What follows belongs to an exercise in optimizing a design on an open flow for small area, a short achievable clock period and few clock cycles; a production flow would make more cautious choices. Where RTL was checked, it was by simulation tests only, not by an equivalence proof against the original. Power figures rest on the tool's default switching activity, not on a simulated workload.

Setup of run Y:
## ram_sdp_init
module ram_sdp_init #(
  parameter int          DATA_W = 8,
  parameter int          ADDR_W = 8,
  parameter int unsigned FILL   = 0
) (
  input  logic              clk,
  input  logic              rst_n,
  input  logic              init_req,
  output logic              ready,
  input  logic              we,
  input  logic [ADDR_W-1:0] w_addr,
  input  logic [DATA_W-1:0] w_data,
  input  logic              re,
  input  logic [ADDR_W-1:0] r_addr,
  output logic [DATA_W-1:0] r_data,
  output logic              r_valid
);
==> module ram_sdp_init, before the edit <==
module ram_sdp_init #(
  parameter int          DATA_W = 8,
  parameter int          ADDR_W = 8,
  parameter int unsigned FILL   = 0
) (
  input  logic              clk,
  input  logic              rst_n,
  input  logic              init_req,
  output logic              ready,
  input  logic              we,
  input  logic [ADDR_W-1:0] w_addr,
  input  logic [DATA_W-1:0] w_data,
  input  logic              re,
  input  logic [ADDR_W-1:0] r_addr,
  output logic [DATA_W-1:0] r_data,
  output logic              r_valid
);
  localparam int                c_depth = 2 ** ADDR_W;
  localparam logic [DATA_W-1:0] c_fill  = DATA_W'(FILL);
  logic                r_ready;
  logic                w_clr;
  logic [DATA_W-1:0]   w_wdata;
  logic [DATA_W-1:0]   r_mem [c_depth];
  assign w_clr   = !r_ready || init_req;
  assign w_wdata = w_clr ? c_fill : w_data;
  assign ready   = r_ready;
  always_ff @(posedge clk or negedge rst_n) begin
    if (!rst_n) begin
      r_ready <= 1'b0;
      r_valid <= 1'b0;
    end else begin
      r_ready <= 1'b1;
      r_valid <= r_ready && !init_req && re;
    end
  end
  logic [15:0] w_we_hi;
  logic [15:0] w_we_lo;
  for (genvar j = 0; j < 16; j++) begin : g_we_dec
    assign w_we_hi[j] = w_clr || (we && (w_addr[7:4] == 4'(j)));
    assign w_we_lo[j] = w_clr || (w_addr[3:0] == 4'(j));
  end
  for (genvar i = 0; i < c_depth; i++) begin : g_word
    always_ff @(posedge clk) begin
      if (w_we_hi[i / 16] && w_we_lo[i % 16]) begin
        r_mem[i] <= w_wdata;
      end
    end
  end
  localparam int c_half = c_depth / 2;
  logic                w_collide;
  logic                w_top;
  logic [DATA_W-1:0]   w_rd_lo;
  logic [DATA_W-1:0]   w_rd_hi;
  logic [DATA_W-1:0]   r_rd_lo;
  logic [DATA_W-1:0]   r_rd_hi;
  assign w_collide = we && (w_addr == r_addr);
  assign w_top     = r_addr[ADDR_W-1];
  assign w_rd_lo   = w_collide ? w_data : r_mem[{1'b0, r_addr[ADDR_W-2:0]}];
  assign w_rd_hi   = w_collide ? w_data : r_mem[{1'b1, r_addr[ADDR_W-2:0]}];
  always_ff @(posedge clk) begin
    r_rd_lo <= w_top ? '0 : w_rd_lo;
    r_rd_hi <= w_top ? w_rd_hi : '0;
  end
  assign r_data = r_rd_lo | r_rd_hi;
endmodule
export LEC_CHECK = 0
export ABC_AREA = 1
export CAP_MARGIN = 20
export CORE_MARGIN = 2
export CORE_UTILIZATION = 55
export CTS_BUF_LIST = sky130_fd_sc_hd__clkbuf_16
export CTS_CLUSTER_DIAMETER = 90
export CTS_CLUSTER_SIZE = 24
export SETUP_SLACK_MARGIN = 2.5
export SLEW_MARGIN = 20
create_clock -name core_clock -period 5.0 [get_ports {clk}]
run.sh (not shown) runs the stock make flow with config.mk's settings and CLKGATE_MAP_FILE= SYNTH_SCRIPT=/design/flow/synth_recipe.tcl, a recipe that flattens the netlist after the stock synthesis.
Run Y finished end to end and its layout was clean on timing, DRC and antenna.
Testbench counts of run Y, summed over its fixed seeds: cycles 32,784.
Modified inputs, run D compared to run Y
--- a/flow/design.v
+++ b/flow/design.v
@@ -23,5 +23,5 @@
   logic [DATA_W-1:0]   w_wdata;
   logic [DATA_W-1:0]   r_mem [c_depth];
-  assign w_clr   = !r_ready || init_req;
+  assign w_clr   = !r_ready;
   assign w_wdata = w_clr ? c_fill : w_data;
   assign ready   = r_ready;
@@ -31,5 +31,5 @@
       r_valid <= 1'b0;
     end else begin
-      r_ready <= 1'b1;
+      r_ready <= !(r_ready && init_req);
       r_valid <= r_ready && !init_req && re;
     end
Findings:
- Taking run Y as the reference, in run D initial antenna violation count +4; sequential share of layout area lower; share of power burned in registers went down.
- Diff run Y -> run D: global-route wire length before repair picked up an extra 15%; horizontal die dimension lost about 0.4%.
- The number of diodes added for antenna fixing reported for run D is smaller than that of run Y by 1.
- Worst hold slack (run D over run Y): decrease, 16 ps
- Compared with run Y, run D shows clock buffer count in the final layout that has gone up by a few percent.
- Largest stage delay on the critical path: run Y and run D compared, lower one is run Y
- When run D is set beside run Y, its combinational power share turns out to be 1.3 points larger.
- Power of the clock network, run D vs run Y: up by a few percent
Only the layout flow was run in run D; the RTL was not checked for function there.

Starting RTL as in the previous note.
## ram_sdp_init
module ram_sdp_init #(
  parameter int          DATA_W = 8,
  parameter int          ADDR_W = 8,
  parameter int unsigned FILL   = 0
) (
  input  logic              clk,
  input  logic              rst_n,
  input  logic              init_req,
  output logic              ready,
  input  logic              we,
  input  logic [ADDR_W-1:0] w_addr,
  input  logic [DATA_W-1:0] w_data,
  input  logic              re,
  input  logic [ADDR_W-1:0] r_addr,
  output logic [DATA_W-1:0] r_data,
  output logic              r_valid
);
==> flow/config.mk <==
export PLATFORM = sky130hd
export DESIGN_NAME = ram_sdp_init
export DESIGN_NICKNAME = ram_sdp_init
export VERILOG_FILES = /design/flow/design.v
export SDC_FILE = /design/flow/constraint.sdc
export NUM_CORES = 4
export LEC_CHECK = 0
export ABC_AREA = 1
export CAP_MARGIN = 20
export CORE_MARGIN = 2
export CORE_UTILIZATION = 40
export CTS_BUF_LIST = sky130_fd_sc_hd__clkbuf_16
export CTS_CLUSTER_DIAMETER = 60
export CTS_CLUSTER_SIZE = 50
export SETUP_SLACK_MARGIN = 2.5
export SLEW_MARGIN = 20
==> flow/constraint.sdc <==
create_clock -name core_clock -period 5.0 [get_ports {clk}]
set_input_delay 1.0000 -clock core_clock [delete_from_list [all_inputs] [get_ports {clk}]]
set_output_delay 1.0000 -clock core_clock [all_outputs]
set_load 0.01 [all_outputs]
Testbench counts at the start, summed over its fixed seeds: cycles 32,784.
Then changed:
--- a/flow/design.v
+++ b/flow/design.v
@@ -23,5 +23,5 @@
   logic [DATA_W-1:0]   w_wdata;
   logic [DATA_W-1:0]   r_mem [c_depth];
-  assign w_clr   = !r_ready || init_req;
+  assign w_clr   = !r_ready;
   assign w_wdata = w_clr ? c_fill : w_data;
   assign ready   = r_ready;
@@ -31,17 +31,11 @@
       r_valid <= 1'b0;
     end else begin
-      r_ready <= 1'b1;
+      r_ready <= !(r_ready && init_req);
       r_valid <= r_ready && !init_req && re;
     end
   end
-  logic [15:0] w_we_hi;
-  logic [15:0] w_we_lo;
-  for (genvar j = 0; j < 16; j++) begin : g_we_dec
-    assign w_we_hi[j] = w_clr || (we && (w_addr[7:4] == 4'(j)));
-    assign w_we_lo[j] = w_clr || (w_addr[3:0] == 4'(j));
-  end
   for (genvar i = 0; i < c_depth; i++) begin : g_word
     always_ff @(posedge clk) begin
-      if (w_we_hi[i / 16] && w_we_lo[i % 16]) begin
+      if (w_clr || (we && (w_addr == ADDR_W'(i)))) begin
         r_mem[i] <= w_wdata;
       end
Result: Clock skew went up by 0.021 ns. Power went up by 2.6%. Via count went up by about 7%. Final cell count went up by 1.6%. Cell area went up by about 3%. Area after synthesis barely changes. Count of clock-buffer cells in the layout went down by 1. Hold slack degrades by 0.016 ns. Non-clock buffer count went up by 192. Critical path depth went up by 3. First-iteration DRC count went up by 28%. Global-route usage went up by 5.9 points. Synthesized cell count went down by 0.58%. Sequential power stays flat.
For the second run of this note, only the layout was checked, not whether the RTL still works.

-- separate check: timing with driven ports --
In the flow no input, the clock included, has a driving cell. The finished layouts below were timed again as built, in two steps. Step 1 assumes that a clkbuf_16 drives the clock port and a buf_2 every other input. Step 2 also shifts input and output timing later by t, the mid clock arrival at the registers, as if the neighbouring blocks saw the same clock. Slacks: ideal / step 1 / step 2; pairs: ideal / step 1.
run	shift t [ns]	setup slack, ns	worst setup path at the end	cell pins on the clock port's net
run Y	0.825	2.438 / 2.381 / 1.572	input to register	1
run D	0.835	2.450 / 2.363 / 1.666	input to register	1
the first run of note 2	0.893	2.441 / 2.327 / 1.434	input to register	1
the second run of note 2	0.904	2.279 / 2.265 / 1.399	input to register	1
After both steps setup and hold are still met in every run listed. The setup slack of the first run of note 2, which loses most, moves by -0.114 ns with the drivers and by -1.007 ns with both steps.
